This design comes from an exercise in tuning for small area, a short achievable clock period and few clock cycles per item on the open sky130 flow, not from production work.
The RTL was checked by simulation tests, not by an equivalence proof against the original design.
Power is estimated from default activity; no workload was simulated.

== run A ==
// pi_speed_controller_with_position_core
module pi_speed_controller_with_position_core #(
    parameter int GEAR_MODULUS   = pisc_pkg::GEAR_MODULUS_DEF,
    parameter int INTEGRAL_LIMIT = pisc_pkg::INTEGRAL_LIMIT_DEF
) (
    input  logic                          i_clk,
    input  logic                          i_rst_n,
    input  logic                          i_s_tvalid,
    output logic                          o_s_tready,
    input  logic [pisc_pkg::IN_W-1:0]     i_s_tdata,
    output logic                          o_m_tvalid,
    input  logic                          i_m_tready,
    output logic [pisc_pkg::OUT_W-1:0]    o_m_tdata,
    input  logic                          psel,
    input  logic                          penable,
    input  logic                          pwrite,
    input  logic [pisc_pkg::APB_AW-1:0]   paddr,
    input  logic [pisc_pkg::APB_DW-1:0]   pwdata,
    output logic [pisc_pkg::APB_DW-1:0]   prdata,
    output logic                          pready
);
    localparam logic [23:0] W_RST = 24'((pisc_pkg::PWM_PERIOD_RST * 4096 + 24) / 25);
    logic [7:0]  r_kp;
    logic [7:0]  r_ki;
    logic [15:0] r_per;
    logic        w_cfg_wr;
    assign pready   = 1'b1;
    assign w_cfg_wr = psel && penable && pwrite;
    always_ff @(posedge i_clk) begin
        if (!i_rst_n) begin
            r_kp  <= pisc_pkg::PROP_GAIN_RST;
            r_ki  <= pisc_pkg::INTEG_GAIN_RST;
            r_per <= pisc_pkg::PWM_PERIOD_RST;
        end else if (w_cfg_wr) begin
            case (paddr[3:2])
                2'd0: r_kp  <= pwdata[7:0];
                2'd1: r_ki  <= pwdata[7:0];
                2'd2: r_per <= pwdata[15:0];
                default: ;
            endcase
        end
    end
    always_comb begin
        case (paddr[3:2])
            2'd0:    prdata = {24'd0, r_kp};
            2'd1:    prdata = {24'd0, r_ki};
  ...
Size: ~2800 cells after synthesis, about 360 flip-flops, roughly 250 I/O pins.
export LEC_CHECK = 0
export CAP_MARGIN = 10
export CORE_MARGIN = 2
export CORE_UTILIZATION = 60
export CTS_BUF_LIST = sky130_fd_sc_hd__clkbuf_16
export CTS_CLUSTER_DIAMETER = 90
export CTS_CLUSTER_SIZE = 24
export SETUP_SLACK_MARGIN = 5.0
export SLEW_MARGIN = 10
export TNS_END_PERCENT = 5
create_clock -name core_clock -period 10.0 [get_ports {i_clk}]
standard.sh (not shown) runs the stock make flow with config.mk's settings and CLKGATE_MAP_FILE= SYNTH_SCRIPT=/design/flow/synth_recipe.tcl, a recipe that flattens the netlist after the stock synthesis.
==> flow/flow/run.sh <==
#!/bin/bash
# The standard layout, with plain buf_1 cells as the port buffers (the
# standard flow's buffer_ports picks a slow delay cell for them).
set -euo pipefail
export BUFFER_PORTS_ARGS="-buffer_cell sky130_fd_sc_hd__buf_1"
bash standard.sh > standard.log 2>&1
Run A: flow completed, timing, DRC and antenna clean
Testbench counts of run A, summed over its fixed seeds: cycles 2,080, items 2,048.
Relative to run A, the following input files were edited for run B:
- swapping 24 for 20 in CTS_CLUSTER_SIZE
- swapping 90 for 80 in CTS_CLUSTER_DIAMETER
==> comparison <==
- Across run B and run A, the outcome is the same: a clean finish for every run.
- Run B against run A: power rose 100 uW; filler cell count picked up an extra 0.44%; post-route clock period utilization about even.
- | global-route usage | run A vs run B | ≈ equal |
- Run A reports its critical path startpoint as r_err2[16] while run B reports paddr[2].
- Looking at non-clock buffer count in the final layout, run B sits 2 above run A.
- Run B against run A: wire length of the first global-routing pass about even, standard-cell row count level.
- On met1 routed wirelength after detailed routing, run B and run A are basically level.
- Setup slack was lower in the run labelled run A.
- Compared to run A, run B has growth of design area from synthesis to finish 0.47 points higher.
For run C, these inputs were changed with respect to run B:
- a change of SLEW_MARGIN from 10 to 20
- a change of CAP_MARGIN from 10 to 20
- a change of TNS_END_PERCENT from 5 to 20
The higher worst setup slack after placement of run B and run C is in run B.
Diff run B..run C | y dimension of the die | unchanged
Utilization run B -> run C: up
Higher routed length on met3 goes to run B over run C.
Looking at final critical path time including I/O delays and setup, run C sits 36 ps below run B.
Run comparison: run C worst setup path startpoint r_err2[16]; run B worst setup path startpoint paddr[2]
Diff run B..run C | number of inserted diodes | unchanged

afterwards: timing with drivers on the ports:
The results above use ideal ports. As a check the final layouts listed here were re-extracted and re-timed, cells and wires unchanged.
Step 1 assumes that a clkbuf_16 drives the clock port and a buf_2 every other input.
Step 2 adds t to the input delays and takes it off the output delays; t is the mean of the earliest and latest rising clock arrival at the registers after step 1. Input paths then give back, and output paths get back, about the clock's delay inside the block.
Three values: no drivers, after step 1, after step 2; two values: the first two.
run | t, ns | setup WS [ns] | worst slew at a driven data input, ns
run A | 0.617 | 5.054 / 5.042 / 4.765 | 0.08
run B | 0.635 | 5.066 / 5.041 / 4.761 | 0.08
run C | 0.633 | 5.102 / 5.077 / 4.671 | 0.07
After both steps every run listed still meets setup and hold. For run C, which loses most, drivers alone change the setup slack by -0.025 ns; drivers and shift together by -0.431 ns.
